Source: an optimization exercise on an open RTL-to-GDS flow (aim: a short achievable clock period and few clock cycles). Production flows keep margins and buffers that such runs may drop.
No functional check of the RTL was part of this run.
Power and IR drop assume default switching activity.

==> design.v <==
`timescale 1ns/1ps
package mips_pkg;
	localparam logic [5:0] OP_RTYPE = 6'h00;
	localparam logic [5:0] OP_J     = 6'h02;
	localparam logic [5:0] OP_BEQ   = 6'h04;
	localparam logic [5:0] OP_BNE   = 6'h05;
	localparam logic [5:0] OP_ADDI  = 6'h08;
	localparam logic [5:0] OP_SLTI  = 6'h0a;
	localparam logic [5:0] OP_ANDI  = 6'h0c;
	localparam logic [5:0] OP_ORI   = 6'h0d;
	localparam logic [5:0] OP_LUI   = 6'h0f;
	localparam logic [5:0] OP_LW    = 6'h23;
	localparam logic [5:0] OP_SW    = 6'h2b;
	localparam logic [5:0] F_SLL = 6'h00;
	localparam logic [5:0] F_SRL = 6'h02;
	localparam logic [5:0] F_SRA = 6'h03;
	localparam logic [5:0] F_ADD = 6'h20;
	localparam logic [5:0] F_SUB = 6'h22;
	localparam logic [5:0] F_AND = 6'h24;
	localparam logic [5:0] F_OR  = 6'h25;
	localparam logic [5:0] F_NOR = 6'h27;
	localparam logic [5:0] F_SLT = 6'h2a;
endpackage
`timescale 1ns/1ps
module fetch_unit (
	input  logic [9:0]  pc,
	input  logic [31:0] ins,
	output logic [9:0]  pc_inc,
	output logic [9:0]  next_pc,
	output logic        pred_taken,
	output logic [9:0]  alt_pc
);
	logic is_j, is_beq, is_bne, is_br;
	logic [9:0] btgt;
	assign is_j   = ins[31:26] == mips_pkg::OP_J;
	assign is_beq = ins[31:26] == mips_pkg::OP_BEQ;
	assign is_bne = ins[31:26] == mips_pkg::OP_BNE;
	assign is_br  = is_beq | is_bne;
	assign pred_taken = is_bne | (is_beq & (ins[15] | (ins[25:21] == ins[20:16])));
	assign pc_inc = pc + 10'd1;
	assign btgt = pc_inc + ins[9:0];
	always_comb
	begin
		if (is_j)
			next_pc = ins[9:0];
		else if (is_br & pred_taken)
			next_pc = btgt;
		else
			next_pc = pc_inc;
	end
	assign alt_pc = pred_taken ? pc_inc : btgt;
endmodule
`timescale 1ns/1ps
module reg_file (
	input  logic        clk,
	input  logic        rst_n,
	input  logic [4:0]  rs_idx,
	input  logic [4:0]  rt_idx,
	output logic [31:0] rs_data,
	output logic [31:0] rt_data,
	input  logic        we,
	input  logic [4:0]  wd_idx,
	input  logic [31:0] wd
);
	logic [31:0] regs [1:31];
	always_ff @(posedge clk or negedge rst_n)
	begin
		if (!rst_n)
		begin
			for (int i = 1; i < 32; i++)
				regs[i] <= '0;
		end
		else if (we)
			regs[wd_idx] <= wd;
	end
	assign rs_data = (rs_idx == '0) ? '0 : regs[rs_idx];
	assign rt_data = (rt_idx == '0) ? '0 : regs[rt_idx];
endmodule
`timescale 1ns/1ps
module execute_unit (
	input  logic [31:0] a,
	input  logic [31:0] b,
	input  logic [4:0]  shamt,
	input  logic        op_add,
	input  logic        op_sub,
	input  logic        op_slt,
	input  logic        op_and,
	input  logic        op_or,
	input  logic        op_nor,
	input  logic        op_sll,
	input  logic        op_srl,
	input  logic        op_sra,
	output logic [31:0] y
);
	logic sub;
	logic [31:0] sum;
	logic slt;
	logic [31:0] shl;
	logic [31:0] shr;
	assign sub = op_sub | op_slt;
	assign sum = a + (sub ? ~b : b) + {31'b0, sub};
	assign slt = (a[31] ^ b[31]) ? a[31] : sum[31];
	assign shl = b << shamt;
	assign shr = 32'($signed({op_sra & b[31], b}) >>> shamt);
	assign y = ({32{op_add | op_sub}} & sum)
		| ({32{op_and}} & (a & b))
		| ({32{op_or}} & (a | b))
		| ({32{op_nor}} & ~(a | b))
		| ({32{op_slt}} & {31'b0, slt})
		| ({32{op_sll}} & shl)
		| ({32{op_srl | op_sra}} & shr);
endmodule
`timescale 1ns/1ps
module mips_core (
	input  logic        clk,
	input  logic        rst_n,
	output logic [31:0] imem_addr,
	input  logic [31:0] imem_data,
	output logic        wb_cyc_o,
	output logic        wb_stb_o,
	output logic        wb_we_o,
	output logic [31:0] wb_adr_o,
	output logic [31:0] wb_dat_o,
	output logic [3:0]  wb_sel_o,
	input  logic        wb_ack_i,
	input  logic [31:0] wb_dat_i
);
	logic mem_busy;       
	logic load_use;       
	logic mispredict;     
	logic [9:0] pc;
	logic [9:0] f_pc_inc;
	logic [9:0] f_next;
	logic       f_pred;
	logic [9:0] f_alt;
	assign imem_addr = {20'b0, pc, 2'b00};
	fetch_unit u_fetch (
		.pc         (pc),
		.ins        (imem_data),
		.pc_inc     (f_pc_inc),
		.next_pc    (f_next),
		.pred_taken (f_pred),
		.alt_pc     (f_alt)
	);
	logic [9:0] x_alt;
	always_ff @(posedge clk or negedge rst_n)
	begin
		if (!rst_n)
			pc <= '0;
		else if (!mem_busy)
		begin
			if (mispredict)
				pc <= x_alt;
			else if (!load_use)
				pc <= f_next;
		end
	end
	logic        d_valid;
	logic [31:0] d_ins;
	logic        d_pred;
	logic [9:0]  d_alt;
	always_ff @(posedge clk or negedge rst_n)
	begin
		if (!rst_n)
			d_valid <= 1'b0;
		else if (!mem_busy)
		begin
			if (mispredict)
				d_valid <= 1'b0;
			else if (!load_use)
				d_valid <= 1'b1;
		end
	end
	always_ff @(posedge clk)
	begin
		if (!mem_busy && !mispredict && !load_use)
		begin
			d_ins <= imem_data;
			d_pred <= f_pred;
			d_alt <= f_alt;
		end
	end
	logic [5:0] d_op;
	logic [5:0] d_fn;
	logic [4:0] d_rs, d_rt, d_rd;
	logic [15:0] d_imm16;
	assign d_op = d_ins[31:26];
	assign d_fn = d_ins[5:0];
	assign d_rs = d_ins[25:21];
	assign d_rt = d_ins[20:16];
	assign d_rd = d_ins[15:11];
	assign d_imm16 = d_ins[15:0];
	logic dc_add, dc_sub, dc_slt, dc_and, dc_or, dc_nor, dc_sll, dc_srl, dc_sra;
	logic dc_wr, dc_rdst, dc_isrc, dc_zext, dc_lui, dc_load, dc_store, dc_beq, dc_bne;
	logic dc_use_rs, dc_use_rt;
	always_comb
	begin
		dc_add = 1'b0; dc_sub = 1'b0; dc_slt = 1'b0; dc_and = 1'b0; dc_or = 1'b0;
		dc_nor = 1'b0; dc_sll = 1'b0; dc_srl = 1'b0; dc_sra = 1'b0;
		dc_wr = 1'b0; dc_rdst = 1'b0; dc_isrc = 1'b0; dc_zext = 1'b0; dc_lui = 1'b0;
		dc_load = 1'b0; dc_store = 1'b0; dc_beq = 1'b0; dc_bne = 1'b0;
		dc_use_rs = 1'b0; dc_use_rt = 1'b0;
		case (d_op)
			mips_pkg::OP_RTYPE:
			begin
				dc_rdst = 1'b1;
				case (d_fn)
					mips_pkg::F_ADD: begin dc_add = 1'b1; dc_wr = 1'b1; dc_use_rs = 1'b1; dc_use_rt = 1'b1; end
					mips_pkg::F_SUB: begin dc_sub = 1'b1; dc_wr = 1'b1; dc_use_rs = 1'b1; dc_use_rt = 1'b1; end
					mips_pkg::F_AND: begin dc_and = 1'b1; dc_wr = 1'b1; dc_use_rs = 1'b1; dc_use_rt = 1'b1; end
					mips_pkg::F_OR:  begin dc_or  = 1'b1; dc_wr = 1'b1; dc_use_rs = 1'b1; dc_use_rt = 1'b1; end
					mips_pkg::F_NOR: begin dc_nor = 1'b1; dc_wr = 1'b1; dc_use_rs = 1'b1; dc_use_rt = 1'b1; end
					mips_pkg::F_SLT: begin dc_slt = 1'b1; dc_wr = 1'b1; dc_use_rs = 1'b1; dc_use_rt = 1'b1; end
					mips_pkg::F_SLL: begin dc_sll = 1'b1; dc_wr = 1'b1; dc_use_rt = 1'b1; end
					mips_pkg::F_SRL: begin dc_srl = 1'b1; dc_wr = 1'b1; dc_use_rt = 1'b1; end
					mips_pkg::F_SRA: begin dc_sra = 1'b1; dc_wr = 1'b1; dc_use_rt = 1'b1; end
					default: ;
				endcase
			end
			mips_pkg::OP_ADDI: begin dc_add = 1'b1; dc_wr = 1'b1; dc_isrc = 1'b1; dc_use_rs = 1'b1; end
			mips_pkg::OP_SLTI: begin dc_slt = 1'b1; dc_wr = 1'b1; dc_isrc = 1'b1; dc_use_rs = 1'b1; end
			mips_pkg::OP_ANDI: begin dc_and = 1'b1; dc_wr = 1'b1; dc_isrc = 1'b1; dc_zext = 1'b1; dc_use_rs = 1'b1; end
			mips_pkg::OP_ORI:  begin dc_or  = 1'b1; dc_wr = 1'b1; dc_isrc = 1'b1; dc_zext = 1'b1; dc_use_rs = 1'b1; end
			mips_pkg::OP_LUI:  begin dc_or  = 1'b1; dc_wr = 1'b1; dc_isrc = 1'b1; dc_lui = 1'b1; end
			mips_pkg::OP_LW:   begin dc_add = 1'b1; dc_wr = 1'b1; dc_isrc = 1'b1; dc_load = 1'b1; dc_use_rs = 1'b1; end
			mips_pkg::OP_SW:   begin dc_add = 1'b1; dc_isrc = 1'b1; dc_store = 1'b1; dc_use_rs = 1'b1; dc_use_rt = 1'b1; end
			mips_pkg::OP_BEQ:  begin dc_beq = 1'b1; dc_use_rs = 1'b1; dc_use_rt = 1'b1; end
			mips_pkg::OP_BNE:  begin dc_bne = 1'b1; dc_use_rs = 1'b1; dc_use_rt = 1'b1; end
			default: ;
		endcase
	end
	logic [4:0] d_dest;
	logic       d_wr;
	logic [4:0] d_ra;       
	logic [31:0] d_imm;
	assign d_dest = dc_rdst ? d_rd : d_rt;
	assign d_wr = d_valid & dc_wr & (d_dest != 5'd0);
	assign d_ra = dc_lui ? 5'd0 : d_rs;
	assign d_imm = dc_lui ? {d_imm16, 16'h0000} :
		dc_zext ? {16'h0000, d_imm16} : {{16{d_imm16[15]}}, d_imm16};
	logic        w_wr;
	logic [4:0]  w_dest;
	logic [31:0] w_data;
	logic [31:0] rf_a, rf_b;
	reg_file u_regs (
		.clk     (clk),
		.rst_n   (rst_n),
		.rs_idx  (d_ra),
		.rt_idx  (d_rt),
		.rs_data (rf_a),
		.rt_data (rf_b),
		.we      (w_wr),
		.wd_idx  (w_dest),
		.wd      (w_data)
	);
	logic        x_wr, x_load, x_store, x_beq, x_bne, x_pred;
	logic [4:0]  x_dest;
	logic [31:0] x_a, x_b, x_r;
	logic [4:0]  x_shamt;
	logic        x_add, x_sub, x_slt, x_and, x_or, x_nor, x_sll, x_srl, x_sra;
	logic [31:0] x_y;
	logic        m_wr, m_load, m_stb, m_we;
	logic [4:0]  m_dest;
	logic [31:0] m_res, m_sdata;
	logic ex_hit_a, ex_hit_b, mem_hit_a, mem_hit_b, wb_hit_a, wb_hit_b;
	logic [31:0] mem_val;
	logic [31:0] early_a, early_b;
	logic [31:0] fwd_a, fwd_b;
	assign ex_hit_a  = x_wr & (x_dest == d_ra);
	assign ex_hit_b  = x_wr & (x_dest == d_rt);
	assign mem_hit_a = m_wr & (m_dest == d_ra);
	assign mem_hit_b = m_wr & (m_dest == d_rt);
	assign wb_hit_a  = w_wr & (w_dest == d_ra);
	assign wb_hit_b  = w_wr & (w_dest == d_rt);
	assign mem_val = m_load ? wb_dat_i : m_res;
	assign early_a = mem_hit_a ? mem_val : wb_hit_a ? w_data : rf_a;
	assign early_b = mem_hit_b ? mem_val : wb_hit_b ? w_data : rf_b;
	assign fwd_a = ex_hit_a ? x_y : early_a;
	assign fwd_b = ex_hit_b ? x_y : early_b;
	assign load_use = d_valid & x_load & x_wr &
		((dc_use_rs & (x_dest == d_rs)) | (dc_use_rt & (x_dest == d_rt)));
	logic d_bubble;
	assign d_bubble = !d_valid | load_use | mispredict;
	always_ff @(posedge clk or negedge rst_n)
	begin
		if (!rst_n)
		begin
			x_wr <= 1'b0; x_load <= 1'b0; x_store <= 1'b0; x_beq <= 1'b0; x_bne <= 1'b0;
		end
		else if (!mem_busy)
		begin
			x_wr <= d_wr & !d_bubble;
			x_load <= dc_load & !d_bubble;
			x_store <= dc_store & !d_bubble;
			x_beq <= dc_beq & !d_bubble;
			x_bne <= dc_bne & !d_bubble;
		end
	end
	always_ff @(posedge clk)
	begin
		if (!mem_busy)
		begin
			x_dest <= d_dest;
			x_pred <= d_pred;
			x_alt <= d_alt;
			x_a <= fwd_a;
			x_b <= dc_isrc ? d_imm : fwd_b;
			x_r <= fwd_b;
			x_shamt <= d_ins[10:6];
			x_add <= dc_add; x_sub <= dc_sub; x_slt <= dc_slt; x_and <= dc_and;
			x_or <= dc_or; x_nor <= dc_nor; x_sll <= dc_sll; x_srl <= dc_srl; x_sra <= dc_sra;
		end
	end
	execute_unit u_alu (
		.a      (x_a),
		.b      (x_b),
		.shamt  (x_shamt),
		.op_add (x_add),
		.op_sub (x_sub),
		.op_slt (x_slt),
		.op_and (x_and),
		.op_or  (x_or),
		.op_nor (x_nor),
		.op_sll (x_sll),
		.op_srl (x_srl),
		.op_sra (x_sra),
		.y      (x_y)
	);
	logic x_eq;
	assign x_eq = x_a == x_r;
	assign mispredict = (x_beq & (x_eq != x_pred)) | (x_bne & (x_eq == x_pred));
	always_ff @(posedge clk or negedge rst_n)
	begin
		if (!rst_n)
		begin
			m_wr <= 1'b0; m_load <= 1'b0; m_stb <= 1'b0; m_we <= 1'b0;
		end
		else if (!mem_busy)
		begin
			m_wr <= x_wr;
			m_load <= x_load;
			m_stb <= x_load | x_store;
			m_we <= x_store;
		end
	end
	always_ff @(posedge clk)
	begin
		if (!mem_busy)
		begin
			m_dest <= x_dest;
			m_res <= x_y;
			m_sdata <= x_r;
		end
	end
	assign mem_busy = m_stb & !wb_ack_i;
	assign wb_cyc_o = m_stb;
	assign wb_stb_o = m_stb;
	assign wb_we_o = m_we;
	assign wb_adr_o = m_res;
	assign wb_dat_o = m_sdata;
	assign wb_sel_o = 4'hf;
	always_ff @(posedge clk or negedge rst_n)
	begin
		if (!rst_n)
			w_wr <= 1'b0;
		else
			w_wr <= m_wr & !mem_busy;
	end
	always_ff @(posedge clk)
	begin
		w_dest <= m_dest;
		w_data <= mem_val;
	end
endmodule
`timescale 1ns/1ps
module mips_top (
	input  logic        clk,
	input  logic        rst_n,
	output logic [31:0] imem_addr,
	input  logic [31:0] imem_data,
	output logic        wb_cyc_o,
	output logic        wb_stb_o,
	output logic        wb_we_o,
	output logic [31:0] wb_adr_o,
	output logic [31:0] wb_dat_o,
	output logic [3:0]  wb_sel_o,
	input  logic        wb_ack_i,
	input  logic [31:0] wb_dat_i
);
	mips_core u_core (
		.clk       (clk),
		.rst_n     (rst_n),
		.imem_addr (imem_addr),
		.imem_data (imem_data),
		.wb_cyc_o  (wb_cyc_o),
		.wb_stb_o  (wb_stb_o),
		.wb_we_o   (wb_we_o),
		.wb_adr_o  (wb_adr_o),
		.wb_dat_o  (wb_dat_o),
		.wb_sel_o  (wb_sel_o),
		.wb_ack_i  (wb_ack_i),
		.wb_dat_i  (wb_dat_i)
	);
endmodule
==> run.sh <==
#!/bin/bash
# synth_recipe.tcl (not shown) runs the flow's synth.tcl, then flattens the netlist and writes it again
# the make line also repeats each setting of config.mk as NAME=value (left out here)
make -C /OpenROAD-flow-scripts/flow DESIGN_CONFIG=/design/flow/config.mk WORK_HOME=/design/flow/orfs CLKGATE_MAP_FILE= SYNTH_SCRIPT=/design/flow/synth_recipe.tcl finish
==> config.mk <==
export PLATFORM = sky130hd
export DESIGN_NAME = mips_top
export DESIGN_NICKNAME = mips_top
export VERILOG_FILES = /design/flow/design.v
export SDC_FILE = /design/flow/constraint.sdc
export NUM_CORES = 8
export LEC_CHECK = 0
export ABC_CLOCK_PERIOD_IN_PS = 3000
export CAP_MARGIN = 20
export CORE_MARGIN = 2
export CORE_UTILIZATION = 40
export SETUP_SLACK_MARGIN = 5
export SLEW_MARGIN = 20
==> constraint.sdc <==
create_clock -name core_clock -period 8.5 [get_ports {clk}]
set_input_delay 1.7000 -clock core_clock [delete_from_list [all_inputs] [get_ports {clk}]]
set_output_delay 1.7000 -clock core_clock [all_outputs]
set_load 0.01 [all_outputs]
==> summary.md <==
| Metric | Value |
|---|---|
| Worst hold path depth | 0 |
| Clock sink count | 1288 |
| Final period utilization | 0.452 |
| DR WL/cell | 43.5 um |
| Yosys reg bits | 1288 |
| Worst r2r src | u_core.d_ins[20]$_DFFE_PP_ |
| Clock latency (worst-skew pair) | 0.88 ns |
| Share of power burned in registers | 0.407 |
| Buf/Inv on CP | 3 |
| Fill count | 15844 |
| Number of synthesized flops with an enable pin | 238 |
| Core area | 178000 um^2 |
| Initial drt markers | 14103 |
| Cell Chain, Critical Path | buf_6, nor2b_2, buf_4, and3_1, a2111oi_0, nand3_1, nor4_1, buf_4, o311a_1, a21o_1, a31oi_2 |
| TritonCTS clock tree | built |
| Total CTS buffers | 147 |
| Synth-to-layout area growth | 23.1% |
| Max frequency | 260 MHz |
| Post-synthesis async set-or-reset flop share | 0.786 |
| Port Buffer Count | 143 |
| Hold Path Class | flip-flop to flip-flop |
| Die Width | 427 um |
| Worst clock skew | 0.0408 ns |
| Max-slew headroom | 0.159 |
| Via count | 69318 |
| Final ANT Viol Nets | 0 |
| Final Max Slew Viols | 0 |
| CP delay by family, top | compound AO/OA/AOI/OAI gates |
| Req. time, crit path | 9.08 ns |
| Synthesized cell area | 71600 um^2 |
| I/O pins | 170 |
| Final HPWL DP | 248 mm |
| P_int | 0.0121 W |
| Largest net degree at the start of global routing | 177 |
| Post-synth cell types | 94 |
| Switching power | 0.00567 W |
| Worst r2r path cells | 11 |
| Num rows | 155 |
| DR vias/cell | 7.54 |
| Synth Instances | 6402 |
| Hold Startpoint | u_core.d_alt[6]$_DFFE_PP_ |
| Worst r2r dst | u_core.x_b[30]$_DFFE_PN_ |
| Max-Cap Viols | 0 |
| Final setup viols | 0 |
| Share of power burned in the clock network | 0.387 |
| Worst-margin pin slew | 1.26 ns |
| RSZ-0062 raised after global routing | yes |
| Sequential area share after synthesis | 0.464 |
| Lkg Pwr | 39.1 nW |
| DIE HEIGHT | 427 um |
| Status | timing/DRC/antenna clean |
| Critical path's slowest cell | a2111oi_0 |
| GRT Total Usage | 0.421 |
| DRC viols | 0 |
| Share of cells above drive strength 1 | 0.363 |
| Initial antenna violation count | 44 |
| GPL Wtd Cong | 1.04 |
| Tmin final | 3.84 ns |
| Worst-path clk slew | 0.06 ns |
| CP Max Fanout | 33 |
| Max VDD drop | 188 uV |
| Initial Util | 0.402 |
| Critical path class | flip-flop to flip-flop |
| Full die area | 182000 um^2 |
| Yosys warnings | 4 |
| CP most frequent cell | buf_4 |
| NumNets Final | 6806 |
| First-pass GRT wire length | 532 mm |
| WL final | 400 mm |
| Setup crit end kind | flip-flop |
| Pwr Density | 202 nW/um^2 |
| DR pass1 iterations | 16 |
| Sw frac | 0.319 |
| Reg-to-reg setup timing slack | 4.66 ns |
| Avg Inst Size Synth | 11.2 um^2 |
| Gate power share | 0.207 |
| Setup crit start kind | flip-flop |
| Deepest clock path buffer count | 3 |
| Main synth FF type | dfrtp_1 |
| Hold_buf cts | 0 |
| Number of global-route vias before repair | 64179 |
| Critical Path AT | 4.42 ns |
| Final Non-Filler Cells | 9195 |
| CTS root buffer | clkbuf_16 |
| H-tree lvl count | 4 |
| Gr ovfl total | 0 |
| CP peak stage delay | 0.70 ns |
| Setup Total Neg Slack | 0 ns |
| Cell Count Post-Placement | 8555 |
| Worst Hold Path EP | u_core.x_alt[6]$_DFFE_PN_ |
| Final Hold Viols | 0 |
## cell type report
| type | instances | area (um^2) | share of cell area |
|---|---|---|---|
| Antenna cell | 32 | 80.1 | 0.000909 |
| Clock buffer | 210 | 4230 | 0.0480 |
| Clock inverter | 61 | 907 | 0.0103 |
| Inverter | 68 | 295 | 0.00335 |
| Multi-Input combinational cell | 4430 | 39000 | 0.442 |
| Sequential cell | 1288 | 33200 | 0.378 |
| Tap cell | 2355 | 2950 | 0.0335 |
| Timing Repair Buffer | 751 | 7390 | 0.0840 |
## what timing repair did
item                                    4_1_cts  5_1_grt
endpoints found under the setup margin      206      166
gates resized for setup                     469      236
cloned                                        5       11
buffers inserted                            206      113
pin swaps                                   121      129
## Yosys cell counts (63+ instances only)
library cell,n,area share
mux2_2,1069,0.17
dfrtp_1,1013,0.35
a22oi_1,641,0.067
clkbuf_1,478,0.025
nand2_1,288,0.015
nor2_1,261,0.014
edfxtp_1,238,0.10
a21oi_1,216,0.015
and3_1,148,0.013
nand3_1,142,0.0099
nand4_1,131,0.011
o21ai_0,122,0.0085
mux2i_1,97,0.014
nor3_1,88,0.0062
buf_1,82,0.0043
mux4_2,70,0.022
a211oi_1,66,0.0069
inv_1,65,0.0034
xnor2_1,63,0.0077
## power groups by stage
stage	combinational (W)	sequential (W)	clock (W)
final	0.00367	0.00723	0.00688
after global routing	0.00376	0.00724	0.00715
after CTS	0.00333	0.00719	0.00688
after detailed placement	0.00299	0.00733	0
after global placement	0.00296	0.00733	0
after floorplan	0.00176	0.00707	0
## cell families (layout without fill, tap and decap cells)
family,count (synthesis),after routing,synth area share
other,2,58,0.000105
AO/OA/AOI/OAI,1670,1671,0.171
XOR/XNOR,124,124,0.0152
AND/OR/NAND/NOR,1311,1311,0.0941
buffers and inverters,709,1090,0.0398
multiplexers,1245,1245,0.206
flip-flops,1288,1288,0.464
adder cells (fa/ha/maj),53,53,0.00948
## metrics by stage
step                instance area (um^2)  worst slack [ns]  utilization  hold WS, ns  power, W
floorplan                          71900              4.84            -        0.400   0.00883
global placement                   76700              2.15        0.431        0.401    0.0103
detailed placement                 76700              2.59        0.431        0.406    0.0103
CTS                                85600              4.64        0.481        0.417    0.0174
global route                       88000              4.70        0.494        0.420    0.0181
finish                             88100              4.66        0.495        0.418    0.0178
## layout by cell type (no fill, tap or decap), types with 30 or more instances in the layout
cell                n
buf_6              71
a22oi_1           638
a21oi_1           183
xnor2_1            42
buf_4             450
a222oi_1           50
clkbuf_1           34
a22o_1             52
clkbuf_16         159
nor3_1             61
clkdlybuf4s50_1   101
diode_2            32
edfxtp_1          238
mux2_2           1068
mux2i_1            92
nand4_1           131
o21ai_0            95
o211ai_1           33
and3_1            141
mux4_2             70
a211oi_4           37
a21o_1             51
nor2_1            208
dlygate4sd2_1      30
nand3_1           136
dfrtp_1          1009
inv_1              58
dfxtp_1            32
nand2_1           255
buf_12             47
xor2_1             56
a2111oi_0          32
nor4_1             32
a221oi_1           58
nor2_4             43
## registers in the layout (all words and copies together), names as in the netlist, 32 cells and up
register	count
u_core.x_a	32
u_core.u_regs.regs	992
u_core.m_res	32
u_core.m_sdata	32
u_core.d_ins	32
u_core.w_data	32
u_core.x_r	32
u_core.x_b	32
## worst max path at each step
stage                                     endpoint  cells after the start                       start
after floorplan           u_core.pc[9]$_DFFE_PN0P_                      9                imem_data[6]
after global placement     u_core.x_a[4]$_DFFE_PN_                     11  u_core.d_ins[29]$_DFFE_PP_
after detailed placement  u_core.x_a[14]$_DFFE_PN_                     11  u_core.d_ins[29]$_DFFE_PP_
after CTS                 u_core.x_r[30]$_DFFE_PN_                     14      u_core.x_slt$_DFFE_PN_
after global routing      u_core.x_a[14]$_DFFE_PN_                     17  u_core.x_sub$_SDFFCE_PN0N_
final                     u_core.x_b[30]$_DFFE_PN_                     11  u_core.d_ins[20]$_DFFE_PP_
## metal layers
metal,vias to the layer above,part of all wire,GRT usage
li1,25370,-,-
met1,34090,0.33,0.480
met2,7093,0.39,0.583
met3,2720,0.15,0.207
met4,45,0.12,0.358
met5,-,0.0026,0.0317

[re-timing with driven ports]
In the flow no input, the clock included, has a driving cell. The finished layout below was timed again as built, in two steps. Step 1: set_driving_cell puts a clkbuf_16 on clk and a buf_2 on each other input, an assumption about the parent block. Step 2, shift: input delay + t, output delay - t, t = (earliest + latest rising clock arrival at the registers) / 2. This alone moves slack from input paths to output paths. Slacks: no drivers / after step 1 / after step 2; pairs: no drivers / after step 1.
t (ns): 0.935
slack for setup (ns): 4.659 / 4.659 / 4.211
clock arrival spread, ns: 0.055 / 0.056
After both steps setup and hold are still met in this run. For this run, drivers alone change the setup slack by 0.000 ns; drivers and shift together by -0.448 ns.
